This is an optimization exercise on Yosys and OpenROAD, whose aim is small area, not a production implementation.
The RTL was checked by simulation tests, not by an equivalence proof against the original design.
Power and IR drop assume default switching activity.

==> flow/design.v, too long to show whole: its modules and the start of the top module <==
// module rd_aoi3: 3 lines
// module rd_nand2: 3 lines
// module rd_nand3: 3 lines
// module rd_nand4: 3 lines
// module rd_or2: 3 lines
// module rd_or3: 3 lines
// module rd_mux: 626 lines
// module wen_nor: 7 lines
// module board_top: 183 lines
module board_top (
  input  logic                   clk_125,
  input  logic                   rst_n_i,
  input  logic                   host_stb_i,
  input  logic                   host_we_i,
  input  logic [32/8-1:0]   host_sel_i,
  input  logic [31:0]            host_adr_i,
  input  logic [32-1:0]     host_dat_i,
  output logic                   host_ack_o,
  output logic                   host_err_o,
  output logic [32-1:0]     host_dat_o,
  output logic [80-1:0] zdok0_out_o,
  output logic [80-1:0] zdok0_oe_o,
  input  logic [80-1:0] zdok0_in_i,
  output logic [80-1:0] zdok1_out_o,
  output logic [80-1:0] zdok1_oe_o,
  input  logic [80-1:0] zdok1_in_i,
  output logic [8-1:0]  led_o
);
  // ...
==> flow/flow/run.sh <==
#!/bin/bash
# The standard layout, with two changes: port buffers use the smallest buffer
# cell, and clock tree synthesis uses small clkbuf_4 leaf clusters and no
# dummy loads.
set -euo pipefail
export BUFFER_PORTS_ARGS="-buffer_cell sky130_fd_sc_hd__buf_1"
export CTS_ARGS="-sink_clustering_enable -repair_clock_nets -dont_use_dummy_load -buf_list sky130_fd_sc_hd__clkbuf_4 -sink_clustering_size 10 -sink_clustering_max_diameter 40"
bash standard.sh > standard.log 2>&1
==> flow/standard.sh <==
#!/bin/bash
# synth_recipe.tcl (not shown) runs the flow's synth.tcl, then flattens the netlist and writes it again
# the make line also repeats each setting of config.mk as NAME=value (left out here)
make -C /OpenROAD-flow-scripts/flow DESIGN_CONFIG=/design/flow/config.mk WORK_HOME=/design/flow/orfs CLKGATE_MAP_FILE= SYNTH_SCRIPT=/design/flow/synth_recipe.tcl "${@:-finish}"
==> flow/config.mk <==
export PLATFORM = sky130hd
export DESIGN_NAME = board_top
export DESIGN_NICKNAME = board_top
export VERILOG_FILES = /design/flow/design.v
export SDC_FILE = /design/flow/constraint.sdc
export NUM_CORES = 4
export LEC_CHECK = 0
export CAP_MARGIN = 20
export CORE_AREA = 2.3 2.72 199.08 198.56
export DIE_AREA = 0 0 201.4 201.4
export SLEW_MARGIN = 20
export SYNTH_HIERARCHICAL = 1
==> flow/constraint.sdc <==
create_clock -name core_clock -period 8.0 [get_ports {clk_125}]
set_input_delay 1.6000 -clock core_clock [delete_from_list [all_inputs] [get_ports {clk_125}]]
set_output_delay 1.6000 -clock core_clock [all_outputs]
set_load 0.01 [all_outputs]
==> results.sh, run 1 <==
export IMPL_status="complete, no violations"
export IMPL_switching_power_mw=1.265
export IMPL_internal_power_mw=3.854
export IMPL_cp_data_arrival_time_ns=4.94
export IMPL_n_sequential_cell=569
export IMPL_synth_commonest_cells="edfxtp_1, dfxtp_1, a222oi_1"
export IMPL_multi_input_area_share_pct=17.48
export IMPL_globalRouteMet3Util_pct=9.232
export IMPL_powerComb_mw=0.353
export IMPL_drt_met1_wl_mm=25.36
export IMPL_setup_viol=0
export IMPL_grt_use_met2_pct=56.92
export IMPL_rsz0062_at_grt="false"
export IMPL_timing_reg2reg_setup_slack_ns=4.59
export IMPL_root_buffer="clkbuf_4"
export IMPL_finalCriticalPeriod_ns=4.230
export IMPL_cp_required_ns=8.71
export IMPL_worst_slack_ns=3.770
export IMPL_die_w_um=201.4
export IMPL_first_pass_iters=10
export IMPL_synth_top_area_share_pct=56.58
export IMPL_die_area_um2=40560
export IMPL_p_seq_share_pct=67.0
export IMPL_combPwrFrac_pct=6.9
export IMPL_multi_input_area_um2=3955
export IMPL_worstMarginPinSlew_ns=1.171
export IMPL_drcViolationCount=0
export IMPL_mostFrequentLayoutCells="buf_1, edfxtp_1, dfxtp_1"
export IMPL_placedCellCount=2249
export IMPL_synth_warnings=7
export IMPL_use_met1_pct=41.87
export IMPL_hold_end="pre_q[0]"
export IMPL_well_tap_count=518
export IMPL_busiest_layer="met2"
export IMPL_critPathSlowestCell="nor3_2"
export IMPL_cp_slowest_stage_delay_ns=0.77
export IMPL_worstRegToRegCells=12
export IMPL_final_period_utilization_pct=52.87
export IMPL_peakVddDrop_mv=0.1787
export IMPL_power_leakage_nw=7.657
export IMPL_antenna_cells=9
export IMPL_n_all_buffers=621
export IMPL_grt_max_degree=60
export IMPL_inverters=9
export IMPL_cts_made_buffers=76
==> module board_top, before the edit <==
module board_top (
  input  logic                   clk_125,
  input  logic                   rst_n_i,
  input  logic                   host_stb_i,
  input  logic                   host_we_i,
  input  logic [32/8-1:0]   host_sel_i,
  input  logic [31:0]            host_adr_i,
  input  logic [32-1:0]     host_dat_i,
  output logic                   host_ack_o,
  output logic                   host_err_o,
  output logic [32-1:0]     host_dat_o,
  output logic [80-1:0] zdok0_out_o,
  output logic [80-1:0] zdok0_oe_o,
  input  logic [80-1:0] zdok0_in_i,
  output logic [80-1:0] zdok1_out_o,
  output logic [80-1:0] zdok1_oe_o,
  input  logic [80-1:0] zdok1_in_i,
  output logic [8-1:0]  led_o
);
  localparam int DW    = 32;
  localparam int GW    = 80;
  localparam int TMO_W = $clog2(64);
  localparam int PRE_W = 2 + (1 << 3) - 1;
  logic [15:0] page;
  logic [13:0] idx;
  logic        pg_sys, pg_z0, pg_z1, mapped;
  logic        gp_ok;
  logic [1:0]  kind, word;
  assign page   = host_adr_i[31:16];
  assign idx    = host_adr_i[15:2];
  assign pg_sys = page == 16'h0000;
  assign pg_z0  = page == 16'h0001;
  assign pg_z1  = page == 16'h0002;
  assign mapped = pg_sys | pg_z0 | pg_z1;
  assign gp_ok  = idx[13:4] == '0;
  assign kind   = idx[3:2];
  assign word   = idx[1:0];
  logic p1_q, ack_q, idle;
  logic [TMO_W-1:0] tmo_q;
  logic err_q;
  logic hole;
  logic tmo_fb;
  assign tmo_fb = tmo_q[5] ^ tmo_q[4] ^ (tmo_q[4:0] == 5'd0);
  assign idle = !p1_q && !ack_q;
  assign hole = host_stb_i && idle && !mapped;
  always_ff @(posedge clk_125) begin
    if (!rst_n_i) begin
      p1_q  <= 1'b0;
      ack_q <= 1'b0;
      tmo_q <= '0;
      err_q <= 1'b0;
    end else begin
      p1_q  <= host_stb_i && idle && mapped;
      ack_q <= p1_q;
      err_q <= hole && (tmo_q == 6'b100000);
      tmo_q <= hole ? {tmo_q[4:0], tmo_fb} : '0;
    end
  end
  assign host_ack_o = ack_q;
  assign host_err_o = err_q;
  logic [DW-1:0]      scratch_q;
  logic [3-1:0] rate_q;
  logic [GW-1:0]      out0_q, oe0_q, out1_q, oe1_q;
  logic [GW-1:0]      in0_q, in1_q;
  logic           wr;
  logic [DW-1:0]  wdat;
  logic [3:0]     scr_en;
  logic           rate_en;
  logic [GW-1:0]  out0_en, oe0_en, out1_en, oe1_en;
  logic          rst;
  logic [1:0]    a_out, a_oe;
  logic [9:0]    b_lane;
  logic          a_scr, a_rate;
  assign rst     = !rst_n_i;
  assign wr      = p1_q && host_we_i;
  assign wdat    = host_dat_i & {DW{rst_n_i}};
  assign a_out   = {wr && pg_z1 && gp_ok && kind == 2'd0, wr && pg_z0 && gp_ok && kind == 2'd0} | {2{rst}};
  assign a_oe    = {wr && pg_z1 && gp_ok && kind == 2'd1, wr && pg_z0 && gp_ok && kind == 2'd1} | {2{rst}};
  assign a_scr   = (wr && pg_sys && idx == 14'd1) || rst;
  assign a_rate  = (wr && pg_sys && idx == 14'd2 && host_sel_i[0]) || rst;
  always_comb begin
    for (int g = 0; g < 10; g++) b_lane[g] = (word == 2'(g / 4) && host_sel_i[g % 4]) || rst;
  end
  assign scr_en  = {4{a_scr}} & (host_sel_i | {4{rst}});
  assign rate_en = a_rate;
  logic [9:0] en_out0, en_oe0, en_out1, en_oe1;
  for (genvar g = 0; g < 10; g++) begin : g_wen
    wen_nor u_out0 (.an(!a_out[0]), .bn(!b_lane[g]), .y(en_out0[g]));
    wen_nor u_oe0  (.an(!a_oe[0]),  .bn(!b_lane[g]), .y(en_oe0[g]));
    wen_nor u_out1 (.an(!a_out[1]), .bn(!b_lane[g]), .y(en_out1[g]));
    wen_nor u_oe1  (.an(!a_oe[1]),  .bn(!b_lane[g]), .y(en_oe1[g]));
  end
  always_comb begin
    for (int p = 0; p < GW; p++) begin
      out0_en[p] = en_out0[p/8];
      oe0_en[p]  = en_oe0[p/8];
      out1_en[p] = en_out1[p/8];
      oe1_en[p]  = en_oe1[p/8];
    end
  end
  always_ff @(posedge clk_125) begin
    for (int b = 0; b < 4; b++)
      if (scr_en[b]) scratch_q[b*8 +: 8] <= wdat[b*8 +: 8];
    if (rate_en) rate_q <= wdat[3-1:0];
    for (int p = 0; p < GW; p++) begin
      if (out0_en[p]) out0_q[p] <= wdat[p%32];
      if (oe0_en[p])  oe0_q[p]  <= wdat[p%32];
      if (out1_en[p]) out1_q[p] <= wdat[p%32];
      if (oe1_en[p])  oe1_q[p]  <= wdat[p%32];
    end
  end
  always_ff @(posedge clk_125) begin
    in0_q <= zdok0_in_i;
    in1_q <= zdok1_in_i;
  end
  assign zdok0_out_o = out0_q;
  assign zdok0_oe_o  = oe0_q;
  assign zdok1_out_o = out1_q;
  assign zdok1_oe_o  = oe1_q;
  logic [DW-1:0]   rd_d, rd_q;
  logic [17:0]     g_sel;
  logic            s_id, s_scr, s_rate;
  logic       rz0, rz1, rsys;
  logic [2:0] w_hit;
  assign rz0  = pg_z0 && !p1_q;
  assign rz1  = pg_z1 && !p1_q;
  assign rsys = pg_sys && !p1_q;
  always_comb begin
    for (int w = 0; w < 3; w++) w_hit[w] = gp_ok && word == 2'(w);
    for (int k = 0; k < 6; k++)
      for (int w = 0; w < 3; w++)
        g_sel[k*3+w] = (k < 3 ? rz0 : rz1) && kind == 2'(k % 3) && w_hit[w];
  end
  assign s_id   = rsys && idx == 14'd0;
  assign s_scr  = rsys && idx == 14'd1;
  assign s_rate = rsys && idx == 14'd2;
  rd_mux u_rd_mux (
    .hold_i   (p1_q),
    .rd_i     (rd_q),
    .g_sel_i  (g_sel),
    .s_id_n_i (!s_id),
    .s_scr_i  (s_scr),
    .s_rate_i (s_rate),
    .out0_i   (out0_q),
    .oe0_i    (oe0_q),
    .in0_i    (in0_q),
    .out1_i   (out1_q),
    .oe1_i    (oe1_q),
    .in1_i    (in1_q),
    .scr_i    (scratch_q),
    .rate_i   (rate_q),
    .rd_o     (rd_d)
  );
  always_ff @(posedge clk_125) begin
    rd_q <= rd_d;
  end
  assign host_dat_o = rd_q;
  logic [PRE_W-1:0] pre_q;
  logic [PRE_W:0]   cy;
  logic             step;
  logic             dn;
  logic [3:0]       pos_q;
  logic [8-1:0] led_q;
  always_comb begin
    cy[0] = 1'b1;
    for (int k = 0; k < PRE_W; k++) cy[k+1] = cy[k] & pre_q[k];
  end
  assign step = cy[2 + rate_q];
  assign dn   = pos_q[3] ? (pos_q[2:0] != 3'd0) : (pos_q[2:0] == 3'd7);
  always_ff @(posedge clk_125) begin
    if (!rst_n_i) begin
      pre_q <= '0;
      pos_q <= '0;
    end else begin
      pre_q <= pre_q ^ cy[PRE_W-1:0];
      if (step) pos_q <= {dn, dn ? pos_q[2:0] - 3'd1 : pos_q[2:0] + 3'd1};
    end
  end
  always_comb begin
    for (int i = 0; i < 8; i++) led_q[i] = pos_q[2:0] == 3'(i);
  end
  assign led_o = led_q;
endmodule
==> run 2, diff against run 1 <==
--- a/flow/design.v
+++ b/flow/design.v
@@ -38,16 +38,17 @@
 endmodule
 module rd_or3 (input logic a, b, c, output logic y);
   assign y = a | b | c;
 endmodule
 module rd_mux (
   input  logic                     hold_i,
   input  logic [32-1:0]       rd_i,
   input  logic [17:0]              g_sel_i,
+  input  logic [17:0]              g_sel_hi_i,
   input  logic                     s_id_n_i,
   input  logic                     s_scr_i,
   input  logic                     s_rate_i,
   input  logic [80-1:0]   out0_i,
   input  logic [80-1:0]   oe0_i,
   input  logic [80-1:0]   in0_i,
   input  logic [80-1:0]   out1_i,
   input  logic [80-1:0]   oe1_i,
@@ -388,288 +389,299 @@
   logic n15_8;
   rd_nand3 u_n15_8 (.a(n15_0), .b(n15_1), .c(n15_2), .y(n15_8));
   logic n15_9;
   rd_nand3 u_n15_9 (.a(n15_3), .b(n15_4), .c(n15_5), .y(n15_9));
   logic n15_10;
   rd_nand3 u_n15_10 (.a(n15_6), .b(n15_7), .c(s_id_n_i), .y(n15_10));
   rd_or3 u_o15 (.a(n15_8), .b(n15_9), .c(n15_10), .y(rd_o[15]));
   logic n16_0;
-  rd_aoi3 u_n16_0 (.a0(rd_i[16]), .s0(hold_i), .a1(out0_i[16]), .s1(g_sel_i[0]), .a2(out0_i[48]), .s2(g_sel_i[1]), .y(n16_0));
+  rd_aoi3 u_n16_0 (.a0(rd_i[16]), .s0(hold_i), .a1(out0_i[16]), .s1(g_sel_hi_i[0]), .a2(out0_i[48]), .s2(g_sel_hi_i[1]), .y(n16_0));
   logic n16_1;
-  rd_aoi3 u_n16_1 (.a0(oe0_i[16]), .s0(g_sel_i[3]), .a1(oe0_i[48]), .s1(g_sel_i[4]), .a2(in0_i[16]), .s2(g_sel_i[6]), .y(n16_1));
+  rd_aoi3 u_n16_1 (.a0(oe0_i[16]), .s0(g_sel_hi_i[3]), .a1(oe0_i[48]), .s1(g_sel_hi_i[4]), .a2(in0_i[16]), .s2(g_sel_hi_i[6]), .y(n16_1));
   logic n16_2;
-  rd_aoi3 u_n16_2 (.a0(in0_i[48]), .s0(g_sel_i[7]), .a1(out1_i[16]), .s1(g_sel_i[9]), .a2(out1_i[48]), .s2(g_sel_i[10]), .y(n16_2));
+  rd_aoi3 u_n16_2 (.a0(in0_i[48]), .s0(g_sel_hi_i[7]), .a1(out1_i[16]), .s1(g_sel_hi_i[9]), .a2(out1_i[48]), .s2(g_sel_hi_i[10]), .y(n16_2));
   logic n16_3;
-  rd_aoi3 u_n16_3 (.a0(oe1_i[16]), .s0(g_sel_i[12]), .a1(oe1_i[48]), .s1(g_sel_i[13]), .a2(in1_i[16]), .s2(g_sel_i[15]), .y(n16_3));
+  rd_aoi3 u_n16_3 (.a0(oe1_i[16]), .s0(g_sel_hi_i[12]), .a1(oe1_i[48]), .s1(g_sel_hi_i[13]), .a2(in1_i[16]), .s2(g_sel_hi_i[15]), .y(n16_3));
   logic n16_4;
-  rd_nand2 u_n16_4 (.a(in1_i[48]), .b(g_sel_i[16]), .y(n16_4));
+  rd_nand2 u_n16_4 (.a(in1_i[48]), .b(g_sel_hi_i[16]), .y(n16_4));
   logic n16_5;
   rd_nand2 u_n16_5 (.a(scr_i[16]), .b(s_scr_i), .y(n16_5));
   logic n16_6;
   rd_nand3 u_n16_6 (.a(n16_0), .b(n16_1), .c(n16_2), .y(n16_6));
   logic n16_7;
   rd_nand3 u_n16_7 (.a(n16_3), .b(n16_4), .c(n16_5), .y(n16_7));
   rd_or2 u_o16 (.a(n16_6), .b(n16_7), .y(rd_o[16]));
   logic n17_0;
-  rd_aoi3 u_n17_0 (.a0(rd_i[17]), .s0(hold_i), .a1(out0_i[17]), .s1(g_sel_i[0]), .a2(out0_i[49]), .s2(g_sel_i[1]), .y(n17_0));
+  rd_aoi3 u_n17_0 (.a0(rd_i[17]), .s0(hold_i), .a1(out0_i[17]), .s1(g_sel_hi_i[0]), .a2(out0_i[49]), .s2(g_sel_hi_i[1]), .y(n17_0));
   logic n17_1;
-  rd_aoi3 u_n17_1 (.a0(oe0_i[17]), .s0(g_sel_i[3]), .a1(oe0_i[49]), .s1(g_sel_i[4]), .a2(in0_i[17]), .s2(g_sel_i[6]), .y(n17_1));
+  rd_aoi3 u_n17_1 (.a0(oe0_i[17]), .s0(g_sel_hi_i[3]), .a1(oe0_i[49]), .s1(g_sel_hi_i[4]), .a2(in0_i[17]), .s2(g_sel_hi_i[6]), .y(n17_1));
   logic n17_2;
-  rd_aoi3 u_n17_2 (.a0(in0_i[49]), .s0(g_sel_i[7]), .a1(out1_i[17]), .s1(g_sel_i[9]), .a2(out1_i[49]), .s2(g_sel_i[10]), .y(n17_2));
+  rd_aoi3 u_n17_2 (.a0(in0_i[49]), .s0(g_sel_hi_i[7]), .a1(out1_i[17]), .s1(g_sel_hi_i[9]), .a2(out1_i[49]), .s2(g_sel_hi_i[10]), .y(n17_2));
   logic n17_3;
-  rd_aoi3 u_n17_3 (.a0(oe1_i[17]), .s0(g_sel_i[12]), .a1(oe1_i[49]), .s1(g_sel_i[13]), .a2(in1_i[17]), .s2(g_sel_i[15]), .y(n17_3));
+  rd_aoi3 u_n17_3 (.a0(oe1_i[17]), .s0(g_sel_hi_i[12]), .a1(oe1_i[49]), .s1(g_sel_hi_i[13]), .a2(in1_i[17]), .s2(g_sel_hi_i[15]), .y(n17_3));
   logic n17_4;
-  rd_nand2 u_n17_4 (.a(in1_i[49]), .b(g_sel_i[16]), .y(n17_4));
+  rd_nand2 u_n17_4 (.a(in1_i[49]), .b(g_sel_hi_i[16]), .y(n17_4));
   logic n17_5;
   rd_nand2 u_n17_5 (.a(scr_i[17]), .b(s_scr_i), .y(n17_5));
   logic n17_6;
   rd_nand3 u_n17_6 (.a(n17_0), .b(n17_1), .c(n17_2), .y(n17_6));
   logic n17_7;
   rd_nand3 u_n17_7 (.a(n17_3), .b(n17_4), .c(n17_5), .y(n17_7));
   rd_or2 u_o17 (.a(n17_6), .b(n17_7), .y(rd_o[17]));
   logic n18_0;
-  rd_aoi3 u_n18_0 (.a0(rd_i[18]), .s0(hold_i), .a1(out0_i[18]), .s1(g_sel_i[0]), .a2(out0_i[50]), .s2(g_sel_i[1]), .y(n18_0));
+  rd_aoi3 u_n18_0 (.a0(rd_i[18]), .s0(hold_i), .a1(out0_i[18]), .s1(g_sel_hi_i[0]), .a2(out0_i[50]), .s2(g_sel_hi_i[1]), .y(n18_0));
   logic n18_1;
-  rd_aoi3 u_n18_1 (.a0(oe0_i[18]), .s0(g_sel_i[3]), .a1(oe0_i[50]), .s1(g_sel_i[4]), .a2(in0_i[18]), .s2(g_sel_i[6]), .y(n18_1));
+  rd_aoi3 u_n18_1 (.a0(oe0_i[18]), .s0(g_sel_hi_i[3]), .a1(oe0_i[50]), .s1(g_sel_hi_i[4]), .a2(in0_i[18]), .s2(g_sel_hi_i[6]), .y(n18_1));
   logic n18_2;
-  rd_aoi3 u_n18_2 (.a0(in0_i[50]), .s0(g_sel_i[7]), .a1(out1_i[18]), .s1(g_sel_i[9]), .a2(out1_i[50]), .s2(g_sel_i[10]), .y(n18_2));
+  rd_aoi3 u_n18_2 (.a0(in0_i[50]), .s0(g_sel_hi_i[7]), .a1(out1_i[18]), .s1(g_sel_hi_i[9]), .a2(out1_i[50]), .s2(g_sel_hi_i[10]), .y(n18_2));
   logic n18_3;
-  rd_aoi3 u_n18_3 (.a0(oe1_i[18]), .s0(g_sel_i[12]), .a1(oe1_i[50]), .s1(g_sel_i[13]), .a2(in1_i[18]), .s2(g_sel_i[15]), .y(n18_3));
+  rd_aoi3 u_n18_3 (.a0(oe1_i[18]), .s0(g_sel_hi_i[12]), .a1(oe1_i[50]), .s1(g_sel_hi_i[13]), .a2(in1_i[18]), .s2(g_sel_hi_i[15]), .y(n18_3));
   logic n18_4;
-  rd_nand2 u_n18_4 (.a(in1_i[50]), .b(g_sel_i[16]), .y(n18_4));
+  rd_nand2 u_n18_4 (.a(in1_i[50]), .b(g_sel_hi_i[16]), .y(n18_4));
   logic n18_5;
   rd_nand2 u_n18_5 (.a(scr_i[18]), .b(s_scr_i), .y(n18_5));
   logic n18_6;
   rd_nand4 u_n18_6 (.a(n18_0), .b(n18_1), .c(n18_2), .d(n18_3), .y(n18_6));
   logic n18_7;
   rd_nand3 u_n18_7 (.a(n18_4), .b(n18_5), .c(s_id_n_i), .y(n18_7));
   rd_or2 u_o18 (.a(n18_6), .b(n18_7), .y(rd_o[18]));
   logic n19_0;
-  rd_aoi3 u_n19_0 (.a0(rd_i[19]), .s0(hold_i), .a1(out0_i[19]), .s1(g_sel_i[0]), .a2(out0_i[51]), .s2(g_sel_i[1]), .y(n19_0));
+  rd_aoi3 u_n19_0 (.a0(rd_i[19]), .s0(hold_i), .a1(out0_i[19]), .s1(g_sel_hi_i[0]), .a2(out0_i[51]), .s2(g_sel_hi_i[1]), .y(n19_0));
   logic n19_1;
-  rd_aoi3 u_n19_1 (.a0(oe0_i[19]), .s0(g_sel_i[3]), .a1(oe0_i[51]), .s1(g_sel_i[4]), .a2(in0_i[19]), .s2(g_sel_i[6]), .y(n19_1));
+  rd_aoi3 u_n19_1 (.a0(oe0_i[19]), .s0(g_sel_hi_i[3]), .a1(oe0_i[51]), .s1(g_sel_hi_i[4]), .a2(in0_i[19]), .s2(g_sel_hi_i[6]), .y(n19_1));
   logic n19_2;
-  rd_aoi3 u_n19_2 (.a0(in0_i[51]), .s0(g_sel_i[7]), .a1(out1_i[19]), .s1(g_sel_i[9]), .a2(out1_i[51]), .s2(g_sel_i[10]), .y(n19_2));
+  rd_aoi3 u_n19_2 (.a0(in0_i[51]), .s0(g_sel_hi_i[7]), .a1(out1_i[19]), .s1(g_sel_hi_i[9]), .a2(out1_i[51]), .s2(g_sel_hi_i[10]), .y(n19_2));
   logic n19_3;
-  rd_aoi3 u_n19_3 (.a0(oe1_i[19]), .s0(g_sel_i[12]), .a1(oe1_i[51]), .s1(g_sel_i[13]), .a2(in1_i[19]), .s2(g_sel_i[15]), .y(n19_3));
+  rd_aoi3 u_n19_3 (.a0(oe1_i[19]), .s0(g_sel_hi_i[12]), .a1(oe1_i[51]), .s1(g_sel_hi_i[13]), .a2(in1_i[19]), .s2(g_sel_hi_i[15]), .y(n19_3));
   logic n19_4;
-  rd_nand2 u_n19_4 (.a(in1_i[51]), .b(g_sel_i[16]), .y(n19_4));
+  rd_nand2 u_n19_4 (.a(in1_i[51]), .b(g_sel_hi_i[16]), .y(n19_4));
   logic n19_5;
   rd_nand2 u_n19_5 (.a(scr_i[19]), .b(s_scr_i), .y(n19_5));
   logic n19_6;
   rd_nand3 u_n19_6 (.a(n19_0), .b(n19_1), .c(n19_2), .y(n19_6));
   logic n19_7;
   rd_nand3 u_n19_7 (.a(n19_3), .b(n19_4), .c(n19_5), .y(n19_7));
   rd_or2 u_o19 (.a(n19_6), .b(n19_7), .y(rd_o[19]));
   logic n20_0;
-  rd_aoi3 u_n20_0 (.a0(rd_i[20]), .s0(hold_i), .a1(out0_i[20]), .s1(g_sel_i[0]), .a2(out0_i[52]), .s2(g_sel_i[1]), .y(n20_0));
+  rd_aoi3 u_n20_0 (.a0(rd_i[20]), .s0(hold_i), .a1(out0_i[20]), .s1(g_sel_hi_i[0]), .a2(out0_i[52]), .s2(g_sel_hi_i[1]), .y(n20_0));
   logic n20_1;
-  rd_aoi3 u_n20_1 (.a0(oe0_i[20]), .s0(g_sel_i[3]), .a1(oe0_i[52]), .s1(g_sel_i[4]), .a2(in0_i[20]), .s2(g_sel_i[6]), .y(n20_1));
+  rd_aoi3 u_n20_1 (.a0(oe0_i[20]), .s0(g_sel_hi_i[3]), .a1(oe0_i[52]), .s1(g_sel_hi_i[4]), .a2(in0_i[20]), .s2(g_sel_hi_i[6]), .y(n20_1));
   logic n20_2;
-  rd_aoi3 u_n20_2 (.a0(in0_i[52]), .s0(g_sel_i[7]), .a1(out1_i[20]), .s1(g_sel_i[9]), .a2(out1_i[52]), .s2(g_sel_i[10]), .y(n20_2));
+  rd_aoi3 u_n20_2 (.a0(in0_i[52]), .s0(g_sel_hi_i[7]), .a1(out1_i[20]), .s1(g_sel_hi_i[9]), .a2(out1_i[52]), .s2(g_sel_hi_i[10]), .y(n20_2));
   logic n20_3;
-  rd_aoi3 u_n20_3 (.a0(oe1_i[20]), .s0(g_sel_i[12]), .a1(oe1_i[52]), .s1(g_sel_i[13]), .a2(in1_i[20]), .s2(g_sel_i[15]), .y(n20_3));
+  rd_aoi3 u_n20_3 (.a0(oe1_i[20]), .s0(g_sel_hi_i[12]), .a1(oe1_i[52]), .s1(g_sel_hi_i[13]), .a2(in1_i[20]), .s2(g_sel_hi_i[15]), .y(n20_3));
   logic n20_4;
-  rd_nand2 u_n20_4 (.a(in1_i[52]), .b(g_sel_i[16]), .y(n20_4));
+  rd_nand2 u_n20_4 (.a(in1_i[52]), .b(g_sel_hi_i[16]), .y(n20_4));
   logic n20_5;
   rd_nand2 u_n20_5 (.a(scr_i[20]), .b(s_scr_i), .y(n20_5));
   logic n20_6;
   rd_nand3 u_n20_6 (.a(n20_0), .b(n20_1), .c(n20_2), .y(n20_6));
   logic n20_7;
   rd_nand3 u_n20_7 (.a(n20_3), .b(n20_4), .c(n20_5), .y(n20_7));
   rd_or2 u_o20 (.a(n20_6), .b(n20_7), .y(rd_o[20]));
   logic n21_0;
-  rd_aoi3 u_n21_0 (.a0(rd_i[21]), .s0(hold_i), .a1(out0_i[21]), .s1(g_sel_i[0]), .a2(out0_i[53]), .s2(g_sel_i[1]), .y(n21_0));
+  rd_aoi3 u_n21_0 (.a0(rd_i[21]), .s0(hold_i), .a1(out0_i[21]), .s1(g_sel_hi_i[0]), .a2(out0_i[53]), .s2(g_sel_hi_i[1]), .y(n21_0));
   logic n21_1;
-  rd_aoi3 u_n21_1 (.a0(oe0_i[21]), .s0(g_sel_i[3]), .a1(oe0_i[53]), .s1(g_sel_i[4]), .a2(in0_i[21]), .s2(g_sel_i[6]), .y(n21_1));
+  rd_aoi3 u_n21_1 (.a0(oe0_i[21]), .s0(g_sel_hi_i[3]), .a1(oe0_i[53]), .s1(g_sel_hi_i[4]), .a2(in0_i[21]), .s2(g_sel_hi_i[6]), .y(n21_1));
   logic n21_2;
-  rd_aoi3 u_n21_2 (.a0(in0_i[53]), .s0(g_sel_i[7]), .a1(out1_i[21]), .s1(g_sel_i[9]), .a2(out1_i[53]), .s2(g_sel_i[10]), .y(n21_2));
+  rd_aoi3 u_n21_2 (.a0(in0_i[53]), .s0(g_sel_hi_i[7]), .a1(out1_i[21]), .s1(g_sel_hi_i[9]), .a2(out1_i[53]), .s2(g_sel_hi_i[10]), .y(n21_2));
   logic n21_3;
-  rd_aoi3 u_n21_3 (.a0(oe1_i[21]), .s0(g_sel_i[12]), .a1(oe1_i[53]), .s1(g_sel_i[13]), .a2(in1_i[21]), .s2(g_sel_i[15]), .y(n21_3));
+  rd_aoi3 u_n21_3 (.a0(oe1_i[21]), .s0(g_sel_hi_i[12]), .a1(oe1_i[53]), .s1(g_sel_hi_i[13]), .a2(in1_i[21]), .s2(g_sel_hi_i[15]), .y(n21_3));
   logic n21_4;
-  rd_nand2 u_n21_4 (.a(in1_i[53]), .b(g_sel_i[16]), .y(n21_4));
+  rd_nand2 u_n21_4 (.a(in1_i[53]), .b(g_sel_hi_i[16]), .y(n21_4));
   logic n21_5;
   rd_nand2 u_n21_5 (.a(scr_i[21]), .b(s_scr_i), .y(n21_5));
   logic n21_6;
   rd_nand4 u_n21_6 (.a(n21_0), .b(n21_1), .c(n21_2), .d(n21_3), .y(n21_6));
   logic n21_7;
   rd_nand3 u_n21_7 (.a(n21_4), .b(n21_5), .c(s_id_n_i), .y(n21_7));
   rd_or2 u_o21 (.a(n21_6), .b(n21_7), .y(rd_o[21]));
   logic n22_0;
-  rd_aoi3 u_n22_0 (.a0(rd_i[22]), .s0(hold_i), .a1(out0_i[22]), .s1(g_sel_i[0]), .a2(out0_i[54]), .s2(g_sel_i[1]), .y(n22_0));
+  rd_aoi3 u_n22_0 (.a0(rd_i[22]), .s0(hold_i), .a1(out0_i[22]), .s1(g_sel_hi_i[0]), .a2(out0_i[54]), .s2(g_sel_hi_i[1]), .y(n22_0));
   logic n22_1;
-  rd_aoi3 u_n22_1 (.a0(oe0_i[22]), .s0(g_sel_i[3]), .a1(oe0_i[54]), .s1(g_sel_i[4]), .a2(in0_i[22]), .s2(g_sel_i[6]), .y(n22_1));
+  rd_aoi3 u_n22_1 (.a0(oe0_i[22]), .s0(g_sel_hi_i[3]), .a1(oe0_i[54]), .s1(g_sel_hi_i[4]), .a2(in0_i[22]), .s2(g_sel_hi_i[6]), .y(n22_1));
   logic n22_2;
-  rd_aoi3 u_n22_2 (.a0(in0_i[54]), .s0(g_sel_i[7]), .a1(out1_i[22]), .s1(g_sel_i[9]), .a2(out1_i[54]), .s2(g_sel_i[10]), .y(n22_2));
+  rd_aoi3 u_n22_2 (.a0(in0_i[54]), .s0(g_sel_hi_i[7]), .a1(out1_i[22]), .s1(g_sel_hi_i[9]), .a2(out1_i[54]), .s2(g_sel_hi_i[10]), .y(n22_2));
   logic n22_3;
-  rd_aoi3 u_n22_3 (.a0(oe1_i[22]), .s0(g_sel_i[12]), .a1(oe1_i[54]), .s1(g_sel_i[13]), .a2(in1_i[22]), .s2(g_sel_i[15]), .y(n22_3));
+  rd_aoi3 u_n22_3 (.a0(oe1_i[22]), .s0(g_sel_hi_i[12]), .a1(oe1_i[54]), .s1(g_sel_hi_i[13]), .a2(in1_i[22]), .s2(g_sel_hi_i[15]), .y(n22_3));
   logic n22_4;
-  rd_nand2 u_n22_4 (.a(in1_i[54]), .b(g_sel_i[16]), .y(n22_4));
+  rd_nand2 u_n22_4 (.a(in1_i[54]), .b(g_sel_hi_i[16]), .y(n22_4));
   logic n22_5;
   rd_nand2 u_n22_5 (.a(scr_i[22]), .b(s_scr_i), .y(n22_5));
   logic n22_6;
   rd_nand3 u_n22_6 (.a(n22_0), .b(n22_1), .c(n22_2), .y(n22_6));
   logic n22_7;
   rd_nand3 u_n22_7 (.a(n22_3), .b(n22_4), .c(n22_5), .y(n22_7));
   rd_or2 u_o22 (.a(n22_6), .b(n22_7), .y(rd_o[22]));
   logic n23_0;
-  rd_aoi3 u_n23_0 (.a0(rd_i[23]), .s0(hold_i), .a1(out0_i[23]), .s1(g_sel_i[0]), .a2(out0_i[55]), .s2(g_sel_i[1]), .y(n23_0));
+  rd_aoi3 u_n23_0 (.a0(rd_i[23]), .s0(hold_i), .a1(out0_i[23]), .s1(g_sel_hi_i[0]), .a2(out0_i[55]), .s2(g_sel_hi_i[1]), .y(n23_0));
   logic n23_1;
-  rd_aoi3 u_n23_1 (.a0(oe0_i[23]), .s0(g_sel_i[3]), .a1(oe0_i[55]), .s1(g_sel_i[4]), .a2(in0_i[23]), .s2(g_sel_i[6]), .y(n23_1));
+  rd_aoi3 u_n23_1 (.a0(oe0_i[23]), .s0(g_sel_hi_i[3]), .a1(oe0_i[55]), .s1(g_sel_hi_i[4]), .a2(in0_i[23]), .s2(g_sel_hi_i[6]), .y(n23_1));
   logic n23_2;
-  rd_aoi3 u_n23_2 (.a0(in0_i[55]), .s0(g_sel_i[7]), .a1(out1_i[23]), .s1(g_sel_i[9]), .a2(out1_i[55]), .s2(g_sel_i[10]), .y(n23_2));
+  rd_aoi3 u_n23_2 (.a0(in0_i[55]), .s0(g_sel_hi_i[7]), .a1(out1_i[23]), .s1(g_sel_hi_i[9]), .a2(out1_i[55]), .s2(g_sel_hi_i[10]), .y(n23_2));
   logic n23_3;
-  rd_aoi3 u_n23_3 (.a0(oe1_i[23]), .s0(g_sel_i[12]), .a1(oe1_i[55]), .s1(g_sel_i[13]), .a2(in1_i[23]), .s2(g_sel_i[15]), .y(n23_3));
+  rd_aoi3 u_n23_3 (.a0(oe1_i[23]), .s0(g_sel_hi_i[12]), .a1(oe1_i[55]), .s1(g_sel_hi_i[13]), .a2(in1_i[23]), .s2(g_sel_hi_i[15]), .y(n23_3));
   logic n23_4;
-  rd_nand2 u_n23_4 (.a(in1_i[55]), .b(g_sel_i[16]), .y(n23_4));
+  rd_nand2 u_n23_4 (.a(in1_i[55]), .b(g_sel_hi_i[16]), .y(n23_4));
   logic n23_5;
   rd_nand2 u_n23_5 (.a(scr_i[23]), .b(s_scr_i), .y(n23_5));
   logic n23_6;
   rd_nand4 u_n23_6 (.a(n23_0), .b(n23_1), .c(n23_2), .d(n23_3), .y(n23_6));
   logic n23_7;
   rd_nand3 u_n23_7 (.a(n23_4), .b(n23_5), .c(s_id_n_i), .y(n23_7));
   rd_or2 u_o23 (.a(n23_6), .b(n23_7), .y(rd_o[23]));
   logic n24_0;
-  rd_aoi3 u_n24_0 (.a0(rd_i[24]), .s0(hold_i), .a1(out0_i[24]), .s1(g_sel_i[0]), .a2(out0_i[56]), .s2(g_sel_i[1]), .y(n24_0));
+  rd_aoi3 u_n24_0 (.a0(rd_i[24]), .s0(hold_i), .a1(out0_i[24]), .s1(g_sel_hi_i[0]), .a2(out0_i[56]), .s2(g_sel_hi_i[1]), .y(n24_0));
   logic n24_1;
-  rd_aoi3 u_n24_1 (.a0(oe0_i[24]), .s0(g_sel_i[3]), .a1(oe0_i[56]), .s1(g_sel_i[4]), .a2(in0_i[24]), .s2(g_sel_i[6]), .y(n24_1));
+  rd_aoi3 u_n24_1 (.a0(oe0_i[24]), .s0(g_sel_hi_i[3]), .a1(oe0_i[56]), .s1(g_sel_hi_i[4]), .a2(in0_i[24]), .s2(g_sel_hi_i[6]), .y(n24_1));
   logic n24_2;
-  rd_aoi3 u_n24_2 (.a0(in0_i[56]), .s0(g_sel_i[7]), .a1(out1_i[24]), .s1(g_sel_i[9]), .a2(out1_i[56]), .s2(g_sel_i[10]), .y(n24_2));
+  rd_aoi3 u_n24_2 (.a0(in0_i[56]), .s0(g_sel_hi_i[7]), .a1(out1_i[24]), .s1(g_sel_hi_i[9]), .a2(out1_i[56]), .s2(g_sel_hi_i[10]), .y(n24_2));
   logic n24_3;
-  rd_aoi3 u_n24_3 (.a0(oe1_i[24]), .s0(g_sel_i[12]), .a1(oe1_i[56]), .s1(g_sel_i[13]), .a2(in1_i[24]), .s2(g_sel_i[15]), .y(n24_3));
+  rd_aoi3 u_n24_3 (.a0(oe1_i[24]), .s0(g_sel_hi_i[12]), .a1(oe1_i[56]), .s1(g_sel_hi_i[13]), .a2(in1_i[24]), .s2(g_sel_hi_i[15]), .y(n24_3));
   logic n24_4;
-  rd_nand2 u_n24_4 (.a(in1_i[56]), .b(g_sel_i[16]), .y(n24_4));
+  rd_nand2 u_n24_4 (.a(in1_i[56]), .b(g_sel_hi_i[16]), .y(n24_4));
   logic n24_5;
   rd_nand2 u_n24_5 (.a(scr_i[24]), .b(s_scr_i), .y(n24_5));
   logic n24_6;
   rd_nand3 u_n24_6 (.a(n24_0), .b(n24_1), .c(n24_2), .y(n24_6));
   logic n24_7;
   rd_nand3 u_n24_7 (.a(n24_3), .b(n24_4), .c(n24_5), .y(n24_7));
   rd_or2 u_o24 (.a(n24_6), .b(n24_7), .y(rd_o[24]));
   logic n25_0;
-  rd_aoi3 u_n25_0 (.a0(rd_i[25]), .s0(hold_i), .a1(out0_i[25]), .s1(g_sel_i[0]), .a2(out0_i[57]), .s2(g_sel_i[1]), .y(n25_0));
+  rd_aoi3 u_n25_0 (.a0(rd_i[25]), .s0(hold_i), .a1(out0_i[25]), .s1(g_sel_hi_i[0]), .a2(out0_i[57]), .s2(g_sel_hi_i[1]), .y(n25_0));
   logic n25_1;
-  rd_aoi3 u_n25_1 (.a0(oe0_i[25]), .s0(g_sel_i[3]), .a1(oe0_i[57]), .s1(g_sel_i[4]), .a2(in0_i[25]), .s2(g_sel_i[6]), .y(n25_1));
+  rd_aoi3 u_n25_1 (.a0(oe0_i[25]), .s0(g_sel_hi_i[3]), .a1(oe0_i[57]), .s1(g_sel_hi_i[4]), .a2(in0_i[25]), .s2(g_sel_hi_i[6]), .y(n25_1));
   logic n25_2;
-  rd_aoi3 u_n25_2 (.a0(in0_i[57]), .s0(g_sel_i[7]), .a1(out1_i[25]), .s1(g_sel_i[9]), .a2(out1_i[57]), .s2(g_sel_i[10]), .y(n25_2));
+  rd_aoi3 u_n25_2 (.a0(in0_i[57]), .s0(g_sel_hi_i[7]), .a1(out1_i[25]), .s1(g_sel_hi_i[9]), .a2(out1_i[57]), .s2(g_sel_hi_i[10]), .y(n25_2));
   logic n25_3;
-  rd_aoi3 u_n25_3 (.a0(oe1_i[25]), .s0(g_sel_i[12]), .a1(oe1_i[57]), .s1(g_sel_i[13]), .a2(in1_i[25]), .s2(g_sel_i[15]), .y(n25_3));
+  rd_aoi3 u_n25_3 (.a0(oe1_i[25]), .s0(g_sel_hi_i[12]), .a1(oe1_i[57]), .s1(g_sel_hi_i[13]), .a2(in1_i[25]), .s2(g_sel_hi_i[15]), .y(n25_3));
   logic n25_4;
-  rd_nand2 u_n25_4 (.a(in1_i[57]), .b(g_sel_i[16]), .y(n25_4));
+  rd_nand2 u_n25_4 (.a(in1_i[57]), .b(g_sel_hi_i[16]), .y(n25_4));
   logic n25_5;
   rd_nand2 u_n25_5 (.a(scr_i[25]), .b(s_scr_i), .y(n25_5));
   logic n25_6;
   rd_nand3 u_n25_6 (.a(n25_0), .b(n25_1), .c(n25_2), .y(n25_6));
   logic n25_7;
   rd_nand3 u_n25_7 (.a(n25_3), .b(n25_4), .c(n25_5), .y(n25_7));
   rd_or2 u_o25 (.a(n25_6), .b(n25_7), .y(rd_o[25]));
   logic n26_0;
-  rd_aoi3 u_n26_0 (.a0(rd_i[26]), .s0(hold_i), .a1(out0_i[26]), .s1(g_sel_i[0]), .a2(out0_i[58]), .s2(g_sel_i[1]), .y(n26_0));
+  rd_aoi3 u_n26_0 (.a0(rd_i[26]), .s0(hold_i), .a1(out0_i[26]), .s1(g_sel_hi_i[0]), .a2(out0_i[58]), .s2(g_sel_hi_i[1]), .y(n26_0));
   logic n26_1;
-  rd_aoi3 u_n26_1 (.a0(oe0_i[26]), .s0(g_sel_i[3]), .a1(oe0_i[58]), .s1(g_sel_i[4]), .a2(in0_i[26]), .s2(g_sel_i[6]), .y(n26_1));
+  rd_aoi3 u_n26_1 (.a0(oe0_i[26]), .s0(g_sel_hi_i[3]), .a1(oe0_i[58]), .s1(g_sel_hi_i[4]), .a2(in0_i[26]), .s2(g_sel_hi_i[6]), .y(n26_1));
   logic n26_2;
-  rd_aoi3 u_n26_2 (.a0(in0_i[58]), .s0(g_sel_i[7]), .a1(out1_i[26]), .s1(g_sel_i[9]), .a2(out1_i[58]), .s2(g_sel_i[10]), .y(n26_2));
+  rd_aoi3 u_n26_2 (.a0(in0_i[58]), .s0(g_sel_hi_i[7]), .a1(out1_i[26]), .s1(g_sel_hi_i[9]), .a2(out1_i[58]), .s2(g_sel_hi_i[10]), .y(n26_2));
   logic n26_3;
-  rd_aoi3 u_n26_3 (.a0(oe1_i[26]), .s0(g_sel_i[12]), .a1(oe1_i[58]), .s1(g_sel_i[13]), .a2(in1_i[26]), .s2(g_sel_i[15]), .y(n26_3));
+  rd_aoi3 u_n26_3 (.a0(oe1_i[26]), .s0(g_sel_hi_i[12]), .a1(oe1_i[58]), .s1(g_sel_hi_i[13]), .a2(in1_i[26]), .s2(g_sel_hi_i[15]), .y(n26_3));
   logic n26_4;
-  rd_nand2 u_n26_4 (.a(in1_i[58]), .b(g_sel_i[16]), .y(n26_4));
+  rd_nand2 u_n26_4 (.a(in1_i[58]), .b(g_sel_hi_i[16]), .y(n26_4));
   logic n26_5;
   rd_nand2 u_n26_5 (.a(scr_i[26]), .b(s_scr_i), .y(n26_5));
   logic n26_6;
   rd_nand3 u_n26_6 (.a(n26_0), .b(n26_1), .c(n26_2), .y(n26_6));
   logic n26_7;
   rd_nand3 u_n26_7 (.a(n26_3), .b(n26_4), .c(n26_5), .y(n26_7));
   rd_or2 u_o26 (.a(n26_6), .b(n26_7), .y(rd_o[26]));
   logic n27_0;
-  rd_aoi3 u_n27_0 (.a0(rd_i[27]), .s0(hold_i), .a1(out0_i[27]), .s1(g_sel_i[0]), .a2(out0_i[59]), .s2(g_sel_i[1]), .y(n27_0));
+  rd_aoi3 u_n27_0 (.a0(rd_i[27]), .s0(hold_i), .a1(out0_i[27]), .s1(g_sel_hi_i[0]), .a2(out0_i[59]), .s2(g_sel_hi_i[1]), .y(n27_0));
   logic n27_1;
-  rd_aoi3 u_n27_1 (.a0(oe0_i[27]), .s0(g_sel_i[3]), .a1(oe0_i[59]), .s1(g_sel_i[4]), .a2(in0_i[27]), .s2(g_sel_i[6]), .y(n27_1));
+  rd_aoi3 u_n27_1 (.a0(oe0_i[27]), .s0(g_sel_hi_i[3]), .a1(oe0_i[59]), .s1(g_sel_hi_i[4]), .a2(in0_i[27]), .s2(g_sel_hi_i[6]), .y(n27_1));
   logic n27_2;
-  rd_aoi3 u_n27_2 (.a0(in0_i[59]), .s0(g_sel_i[7]), .a1(out1_i[27]), .s1(g_sel_i[9]), .a2(out1_i[59]), .s2(g_sel_i[10]), .y(n27_2));
+  rd_aoi3 u_n27_2 (.a0(in0_i[59]), .s0(g_sel_hi_i[7]), .a1(out1_i[27]), .s1(g_sel_hi_i[9]), .a2(out1_i[59]), .s2(g_sel_hi_i[10]), .y(n27_2));
   logic n27_3;
-  rd_aoi3 u_n27_3 (.a0(oe1_i[27]), .s0(g_sel_i[12]), .a1(oe1_i[59]), .s1(g_sel_i[13]), .a2(in1_i[27]), .s2(g_sel_i[15]), .y(n27_3));
+  rd_aoi3 u_n27_3 (.a0(oe1_i[27]), .s0(g_sel_hi_i[12]), .a1(oe1_i[59]), .s1(g_sel_hi_i[13]), .a2(in1_i[27]), .s2(g_sel_hi_i[15]), .y(n27_3));
   logic n27_4;
-  rd_nand2 u_n27_4 (.a(in1_i[59]), .b(g_sel_i[16]), .y(n27_4));
+  rd_nand2 u_n27_4 (.a(in1_i[59]), .b(g_sel_hi_i[16]), .y(n27_4));
   logic n27_5;
   rd_nand2 u_n27_5 (.a(scr_i[27]), .b(s_scr_i), .y(n27_5));
   logic n27_6;
   rd_nand3 u_n27_6 (.a(n27_0), .b(n27_1), .c(n27_2), .y(n27_6));
   logic n27_7;
   rd_nand3 u_n27_7 (.a(n27_3), .b(n27_4), .c(n27_5), .y(n27_7));
   rd_or2 u_o27 (.a(n27_6), .b(n27_7), .y(rd_o[27]));
   logic n28_0;
-  rd_aoi3 u_n28_0 (.a0(rd_i[28]), .s0(hold_i), .a1(out0_i[28]), .s1(g_sel_i[0]), .a2(out0_i[60]), .s2(g_sel_i[1]), .y(n28_0));
+  rd_aoi3 u_n28_0 (.a0(rd_i[28]), .s0(hold_i), .a1(out0_i[28]), .s1(g_sel_hi_i[0]), .a2(out0_i[60]), .s2(g_sel_hi_i[1]), .y(n28_0));
   logic n28_1;
-  rd_aoi3 u_n28_1 (.a0(oe0_i[28]), .s0(g_sel_i[3]), .a1(oe0_i[60]), .s1(g_sel_i[4]), .a2(in0_i[28]), .s2(g_sel_i[6]), .y(n28_1));
+  rd_aoi3 u_n28_1 (.a0(oe0_i[28]), .s0(g_sel_hi_i[3]), .a1(oe0_i[60]), .s1(g_sel_hi_i[4]), .a2(in0_i[28]), .s2(g_sel_hi_i[6]), .y(n28_1));
   logic n28_2;
-  rd_aoi3 u_n28_2 (.a0(in0_i[60]), .s0(g_sel_i[7]), .a1(out1_i[28]), .s1(g_sel_i[9]), .a2(out1_i[60]), .s2(g_sel_i[10]), .y(n28_2));
+  rd_aoi3 u_n28_2 (.a0(in0_i[60]), .s0(g_sel_hi_i[7]), .a1(out1_i[28]), .s1(g_sel_hi_i[9]), .a2(out1_i[60]), .s2(g_sel_hi_i[10]), .y(n28_2));
   logic n28_3;
-  rd_aoi3 u_n28_3 (.a0(oe1_i[28]), .s0(g_sel_i[12]), .a1(oe1_i[60]), .s1(g_sel_i[13]), .a2(in1_i[28]), .s2(g_sel_i[15]), .y(n28_3));
+  rd_aoi3 u_n28_3 (.a0(oe1_i[28]), .s0(g_sel_hi_i[12]), .a1(oe1_i[60]), .s1(g_sel_hi_i[13]), .a2(in1_i[28]), .s2(g_sel_hi_i[15]), .y(n28_3));
   logic n28_4;
-  rd_nand2 u_n28_4 (.a(in1_i[60]), .b(g_sel_i[16]), .y(n28_4));
+  rd_nand2 u_n28_4 (.a(in1_i[60]), .b(g_sel_hi_i[16]), .y(n28_4));
   logic n28_5;
   rd_nand2 u_n28_5 (.a(scr_i[28]), .b(s_scr_i), .y(n28_5));
   logic n28_6;
   rd_nand4 u_n28_6 (.a(n28_0), .b(n28_1), .c(n28_2), .d(n28_3), .y(n28_6));
   logic n28_7;
   rd_nand3 u_n28_7 (.a(n28_4), .b(n28_5), .c(s_id_n_i), .y(n28_7));
   rd_or2 u_o28 (.a(n28_6), .b(n28_7), .y(rd_o[28]));
   logic n29_0;
-  rd_aoi3 u_n29_0 (.a0(rd_i[29]), .s0(hold_i), .a1(out0_i[29]), .s1(g_sel_i[0]), .a2(out0_i[61]), .s2(g_sel_i[1]), .y(n29_0));
+  rd_aoi3 u_n29_0 (.a0(rd_i[29]), .s0(hold_i), .a1(out0_i[29]), .s1(g_sel_hi_i[0]), .a2(out0_i[61]), .s2(g_sel_hi_i[1]), .y(n29_0));
   logic n29_1;
-  rd_aoi3 u_n29_1 (.a0(oe0_i[29]), .s0(g_sel_i[3]), .a1(oe0_i[61]), .s1(g_sel_i[4]), .a2(in0_i[29]), .s2(g_sel_i[6]), .y(n29_1));
+  rd_aoi3 u_n29_1 (.a0(oe0_i[29]), .s0(g_sel_hi_i[3]), .a1(oe0_i[61]), .s1(g_sel_hi_i[4]), .a2(in0_i[29]), .s2(g_sel_hi_i[6]), .y(n29_1));
   logic n29_2;
-  rd_aoi3 u_n29_2 (.a0(in0_i[61]), .s0(g_sel_i[7]), .a1(out1_i[29]), .s1(g_sel_i[9]), .a2(out1_i[61]), .s2(g_sel_i[10]), .y(n29_2));
+  rd_aoi3 u_n29_2 (.a0(in0_i[61]), .s0(g_sel_hi_i[7]), .a1(out1_i[29]), .s1(g_sel_hi_i[9]), .a2(out1_i[61]), .s2(g_sel_hi_i[10]), .y(n29_2));
   logic n29_3;
-  rd_aoi3 u_n29_3 (.a0(oe1_i[29]), .s0(g_sel_i[12]), .a1(oe1_i[61]), .s1(g_sel_i[13]), .a2(in1_i[29]), .s2(g_sel_i[15]), .y(n29_3));
+  rd_aoi3 u_n29_3 (.a0(oe1_i[29]), .s0(g_sel_hi_i[12]), .a1(oe1_i[61]), .s1(g_sel_hi_i[13]), .a2(in1_i[29]), .s2(g_sel_hi_i[15]), .y(n29_3));
   logic n29_4;
-  rd_nand2 u_n29_4 (.a(in1_i[61]), .b(g_sel_i[16]), .y(n29_4));
+  rd_nand2 u_n29_4 (.a(in1_i[61]), .b(g_sel_hi_i[16]), .y(n29_4));
   logic n29_5;
   rd_nand2 u_n29_5 (.a(scr_i[29]), .b(s_scr_i), .y(n29_5));
   logic n29_6;
   rd_nand4 u_n29_6 (.a(n29_0), .b(n29_1), .c(n29_2), .d(n29_3), .y(n29_6));
   logic n29_7;
   rd_nand3 u_n29_7 (.a(n29_4), .b(n29_5), .c(s_id_n_i), .y(n29_7));
   rd_or2 u_o29 (.a(n29_6), .b(n29_7), .y(rd_o[29]));
   logic n30_0;
-  rd_aoi3 u_n30_0 (.a0(rd_i[30]), .s0(hold_i), .a1(out0_i[30]), .s1(g_sel_i[0]), .a2(out0_i[62]), .s2(g_sel_i[1]), .y(n30_0));
+  rd_aoi3 u_n30_0 (.a0(rd_i[30]), .s0(hold_i), .a1(out0_i[30]), .s1(g_sel_hi_i[0]), .a2(out0_i[62]), .s2(g_sel_hi_i[1]), .y(n30_0));
   logic n30_1;
-  rd_aoi3 u_n30_1 (.a0(oe0_i[30]), .s0(g_sel_i[3]), .a1(oe0_i[62]), .s1(g_sel_i[4]), .a2(in0_i[30]), .s2(g_sel_i[6]), .y(n30_1));
+  rd_aoi3 u_n30_1 (.a0(oe0_i[30]), .s0(g_sel_hi_i[3]), .a1(oe0_i[62]), .s1(g_sel_hi_i[4]), .a2(in0_i[30]), .s2(g_sel_hi_i[6]), .y(n30_1));
   logic n30_2;
-  rd_aoi3 u_n30_2 (.a0(in0_i[62]), .s0(g_sel_i[7]), .a1(out1_i[30]), .s1(g_sel_i[9]), .a2(out1_i[62]), .s2(g_sel_i[10]), .y(n30_2));
+  rd_aoi3 u_n30_2 (.a0(in0_i[62]), .s0(g_sel_hi_i[7]), .a1(out1_i[30]), .s1(g_sel_hi_i[9]), .a2(out1_i[62]), .s2(g_sel_hi_i[10]), .y(n30_2));
   logic n30_3;
-  rd_aoi3 u_n30_3 (.a0(oe1_i[30]), .s0(g_sel_i[12]), .a1(oe1_i[62]), .s1(g_sel_i[13]), .a2(in1_i[30]), .s2(g_sel_i[15]), .y(n30_3));
+  rd_aoi3 u_n30_3 (.a0(oe1_i[30]), .s0(g_sel_hi_i[12]), .a1(oe1_i[62]), .s1(g_sel_hi_i[13]), .a2(in1_i[30]), .s2(g_sel_hi_i[15]), .y(n30_3));
   logic n30_4;
-  rd_nand2 u_n30_4 (.a(in1_i[62]), .b(g_sel_i[16]), .y(n30_4));
+  rd_nand2 u_n30_4 (.a(in1_i[62]), .b(g_sel_hi_i[16]), .y(n30_4));
   logic n30_5;
   rd_nand2 u_n30_5 (.a(scr_i[30]), .b(s_scr_i), .y(n30_5));
   logic n30_6;
   rd_nand3 u_n30_6 (.a(n30_0), .b(n30_1), .c(n30_2), .y(n30_6));
   logic n30_7;
   rd_nand3 u_n30_7 (.a(n30_3), .b(n30_4), .c(n30_5), .y(n30_7));
   rd_or2 u_o30 (.a(n30_6), .b(n30_7), .y(rd_o[30]));
   logic n31_0;
-  rd_aoi3 u_n31_0 (.a0(rd_i[31]), .s0(hold_i), .a1(out0_i[31]), .s1(g_sel_i[0]), .a2(out0_i[63]), .s2(g_sel_i[1]), .y(n31_0));
+  rd_aoi3 u_n31_0 (.a0(rd_i[31]), .s0(hold_i), .a1(out0_i[31]), .s1(g_sel_hi_i[0]), .a2(out0_i[63]), .s2(g_sel_hi_i[1]), .y(n31_0));
   logic n31_1;
-  rd_aoi3 u_n31_1 (.a0(oe0_i[31]), .s0(g_sel_i[3]), .a1(oe0_i[63]), .s1(g_sel_i[4]), .a2(in0_i[31]), .s2(g_sel_i[6]), .y(n31_1));
+  rd_aoi3 u_n31_1 (.a0(oe0_i[31]), .s0(g_sel_hi_i[3]), .a1(oe0_i[63]), .s1(g_sel_hi_i[4]), .a2(in0_i[31]), .s2(g_sel_hi_i[6]), .y(n31_1));
   logic n31_2;
-  rd_aoi3 u_n31_2 (.a0(in0_i[63]), .s0(g_sel_i[7]), .a1(out1_i[31]), .s1(g_sel_i[9]), .a2(out1_i[63]), .s2(g_sel_i[10]), .y(n31_2));
+  rd_aoi3 u_n31_2 (.a0(in0_i[63]), .s0(g_sel_hi_i[7]), .a1(out1_i[31]), .s1(g_sel_hi_i[9]), .a2(out1_i[63]), .s2(g_sel_hi_i[10]), .y(n31_2));
   logic n31_3;
-  rd_aoi3 u_n31_3 (.a0(oe1_i[31]), .s0(g_sel_i[12]), .a1(oe1_i[63]), .s1(g_sel_i[13]), .a2(in1_i[31]), .s2(g_sel_i[15]), .y(n31_3));
+  rd_aoi3 u_n31_3 (.a0(oe1_i[31]), .s0(g_sel_hi_i[12]), .a1(oe1_i[63]), .s1(g_sel_hi_i[13]), .a2(in1_i[31]), .s2(g_sel_hi_i[15]), .y(n31_3));
   logic n31_4;
-  rd_nand2 u_n31_4 (.a(in1_i[63]), .b(g_sel_i[16]), .y(n31_4));
+  rd_nand2 u_n31_4 (.a(in1_i[63]), .b(g_sel_hi_i[16]), .y(n31_4));
   logic n31_5;
   rd_nand2 u_n31_5 (.a(scr_i[31]), .b(s_scr_i), .y(n31_5));
   logic n31_6;
   rd_nand4 u_n31_6 (.a(n31_0), .b(n31_1), .c(n31_2), .d(n31_3), .y(n31_6));
   logic n31_7;
   rd_nand3 u_n31_7 (.a(n31_4), .b(n31_5), .c(s_id_n_i), .y(n31_7));
   rd_or2 u_o31 (.a(n31_6), .b(n31_7), .y(rd_o[31]));
 endmodule
+module rd_sel (
+  input  logic [5:0]  bk_n_i,
+  input  logic [2:0]  w_n_i,
+  output logic [17:0] g_sel_o
+);
+  always_comb begin
+    for (int k = 0; k < 6; k++)
+      for (int w = 0; w < 3; w++)
+        g_sel_o[k*3+w] = !(bk_n_i[k] || w_n_i[w]);
+  end
+endmodule
 module wen_nor (
   input  logic an,
   input  logic bn,
   output logic y
 );
   assign y = ~(an | bn);
 endmodule
 module board_top (
@@ -787,36 +799,40 @@
     in0_q <= zdok0_in_i;
     in1_q <= zdok1_in_i;
   end
   assign zdok0_out_o = out0_q;
   assign zdok0_oe_o  = oe0_q;
   assign zdok1_out_o = out1_q;
   assign zdok1_oe_o  = oe1_q;
   logic [DW-1:0]   rd_d, rd_q;
-  logic [17:0]     g_sel;
+  logic [17:0]     g_sel, g_sel_hi;
   logic            s_id, s_scr, s_rate;
   logic       rz0, rz1, rsys;
   logic [2:0] w_hit;
   assign rz0  = pg_z0 && !p1_q;
   assign rz1  = pg_z1 && !p1_q;
   assign rsys = pg_sys && !p1_q;
   always_comb begin
     for (int w = 0; w < 3; w++) w_hit[w] = gp_ok && word == 2'(w);
-    for (int k = 0; k < 6; k++)
-      for (int w = 0; w < 3; w++)
-        g_sel[k*3+w] = (k < 3 ? rz0 : rz1) && kind == 2'(k % 3) && w_hit[w];
   end
+  logic [5:0] bk_n;
+  always_comb begin
+    for (int k = 0; k < 6; k++) bk_n[k] = !((k < 3 ? rz0 : rz1) && kind == 2'(k % 3));
+  end
+  rd_sel u_sel_lo (.bk_n_i(bk_n), .w_n_i(~w_hit), .g_sel_o(g_sel));
+  rd_sel u_sel_hi (.bk_n_i(bk_n), .w_n_i(~w_hit), .g_sel_o(g_sel_hi));
   assign s_id   = rsys && idx == 14'd0;
   assign s_scr  = rsys && idx == 14'd1;
   assign s_rate = rsys && idx == 14'd2;
   rd_mux u_rd_mux (
     .hold_i   (p1_q),
     .rd_i     (rd_q),
     .g_sel_i  (g_sel),
+    .g_sel_hi_i (g_sel_hi),
     .s_id_n_i (!s_id),
     .s_scr_i  (s_scr),
     .s_rate_i (s_rate),
     .out0_i   (out0_q),
     .oe0_i    (oe0_q),
     .in0_i    (in0_q),
     .out1_i   (out1_q),
     .oe1_i    (oe1_q),
==> results.sh, run 2 <==
export IMPL_syn_nets=1382
export IMPL_ctsHoldBuffers=0
export IMPL_drive_gt1_share_pct=6.821
export IMPL_viasPerCell=6.031
export IMPL_slew_violations=0
export IMPL_io_pins=594
export IMPL_setup_viol=0
export IMPL_rows=72
export IMPL_cp_max_fo=16
export IMPL_maxCapViolations=0
export IMPL_relSlewSlack_pct=23.31
export IMPL_synth_warnings=8
export IMPL_final_period_utilization_pct=53.66
export IMPL_cts_setup_buffers=0
export IMPL_instances_no_fill=2345
export IMPL_cts_resized=0
export IMPL_worstSetupStartpointType="input port"
export IMPL_h_tree_depth=3
export IMPL_clk_insertion_delay_late_ns=0.81
export IMPL_finalCriticalPeriod_ns=4.293
export IMPL_drt_iter0_drc=2042
export IMPL_r2r_start="pre_q[0]"
export IMPL_num_vias=14140
export IMPL_internal_power_mw=3.852
export IMPL_first_pass_iters=10
export IMPL_grt_pass1_wl_mm=93.74
export IMPL_nets=2068
export IMPL_path_clk_slew_ns=0.09
export IMPL_drcViolationCount=0
export IMPL_pre_cts_ws_ns=3.119
export IMPL_power_leakage_nw=7.641
export IMPL_syn_mean_instance_area_um2=16.61
export IMPL_die_w_um=201.4
export IMPL_placedCellCount=2260
export IMPL_globalRoute_totalOverflow=0
export IMPL_die_area_um2=40560
export IMPL_timing_fmax_mhz=232.9
export IMPL_hold_depth=1
export IMPL_worst_slack_ns=3.707
export IMPL_p_sw_share_pct=24.63
export IMPL_hold_path_class="register to register"
export IMPL_tns_ns=0
export IMPL_rsz0062_at_grt="false"
export IMPL_grt_total_usage_pct=32.21
export IMPL_worstRegToRegCells=12
export IMPL_timing_reg2reg_setup_slack_ns=4.52
export IMPL_routedWlPerCell_um=28.69
export IMPL_ant_nets=0
export IMPL_p_per_area_nw_per_um2=227.1
export IMPL_synthesis_area_um2=18840
export IMPL_synth_cells=1134
export IMPL_fill_cells=3253
export IMPL_mostFrequentLayoutCells="buf_1, edfxtp_1, dfxtp_1"
export IMPL_cts_tree="built"
export IMPL_hold_end="pre_q[0]"
export IMPL_grt_max_degree=54
export IMPL_pwr_share_clk_pct=26.0
export IMPL_critical_path_class="input port to register"
export IMPL_reg2reg_to="pos_q[2]"
export IMPL_worst_hold_startpoint="pre_q[0]"
export IMPL_status="complete, no violations"
export IMPL_cp_data_arrival_time_ns=4.94
export IMPL_core_area_um2=38470
export IMPL_cts_made_buffers=76
export IMPL_area_growth_pct=19.43
export IMPL_portBuffers=591
export IMPL_worstSetupEndpointType="register"
export IMPL_hold_violations=0
export IMPL_routed_wl_mm=67.29
export IMPL_combPwrFrac_pct=6.9
export IMPL_final_common_cell="buf_1"
export IMPL_switching_power_mw=1.258
export IMPL_cp_required_ns=8.65
export IMPL_cts_num_sinks=569
export IMPL_initial_utilization_pct=48.98
export IMPL_grt_antenna_before_repair=10
export IMPL_dp_hpwl_mm=49.17
export IMPL_clk_path_buf_depth=3
export IMPL_root_buffer="clkbuf_4"
export IMPL_die_height_um=201.4
export IMPL_peakVddDrop_mv=0.1510
export IMPL_timing_hold_ws_ns=0.4307
export IMPL_first_global_vias=13550
export IMPL_total_power_mw=5.110
export IMPL_p_seq_share_pct=67.1
export IMPL_gp_congestion=0.8881
export IMPL_worstMarginPinSlew_ns=1.149
export IMPL_clock_skew_ns=0.1043
run 2: through the flow:
stage	area [µm²]	utilization, %
2_1_floorplan	18840	-
3_5_place_dp	21900	56.92
3_3_place_gp	21900	56.92
5_1_grt	22490	58.47
4_1_cts	22470	58.41
6_report	22500	58.50
run 2: layout make-up:
cell class / instances / area (µm²) / area share [%]
sequential: 569 / 14950 / 66.42
multi-input combinational: 549 / 3874 / 17.22
timing repair buffer: 617 / 2415 / 10.73
tap: 518 / 648.1 / 2.880
clock buffer: 76 / 570.5 / 2.536
inverter: 7 / 26.28 / 0.1168
antenna: 9 / 22.52 / 0.1001
run 2: metal layers:
metal  wire, µm  up-vias  track usage [%]
li1           -     6011                -
met1      25320     6966            42.56
met2      31230     1005            51.00
met3       8243      152            9.216
met4       2428        8            11.87
met5         57        -                0
run 2: how the worst max path moves through the flow:
stage | start | end | slack [ns]
finish | host_adr_i[19] | rd_q[7] | 3.71
global route | host_adr_i[19] | rd_q[11] | 3.53
CTS | host_adr_i[19] | rd_q[7] | 3.93
detailed placement | host_adr_i[19] | rd_q[0] | 3.12
global placement | host_adr_i[19] | rd_q[0] | 3.15
floorplan | host_adr_i[26] | rd_q[0] | 2.97
run 2: power by group through the flow:
stage          combinational [mW]  clock, mW  sequential, mW
2_1_floorplan              0.0678          0            3.53
3_3_place_gp                0.347          0            3.49
3_5_place_dp                0.350          0            3.49
4_1_cts                     0.351       1.36            3.43
5_1_grt                     0.371       1.47            3.45
6_report                    0.351       1.33            3.43
run 2: worst max-delay path, stage by stage:
cell and delay, ns:
buf_1 0.07, nor4_1 0.58, nand4b_4 0.20, nor3b_1 0.59
nand3_1 0.39, nor2_2 0.88, a222oi_1 0.31, nand4_1 0.21
or2_1 0.11

-- separate check: timing with driven ports --
No port has a modelled driver above. Below, the same layouts with a new extraction and two added sets of constraints. Step 1 assumes that a clkbuf_16 drives the clock port and a buf_2 every other input. Step 2 moves the port delays by t, midway between the first and last clock arrival at a register: inputs arrive t later, outputs are due t later. That takes back most of the time a late clock gives input paths. Three values: no drivers, after step 1, after step 2; two values: the first two.
run	t (ns)	slack for setup (ns)	latest minus earliest clock arrival (ns)	cell pins on the clock port's net
run 1	0.814	3.770 / 3.806 / 2.992	0.074 / 0.073	1
run 2	0.790	3.707 / 3.736 / 2.946	0.146 / 0.146	1
After both steps every run listed still meets setup and hold. For run 1, which loses most, drivers alone change the setup slack by +0.036 ns; drivers and shift together by -0.778 ns.
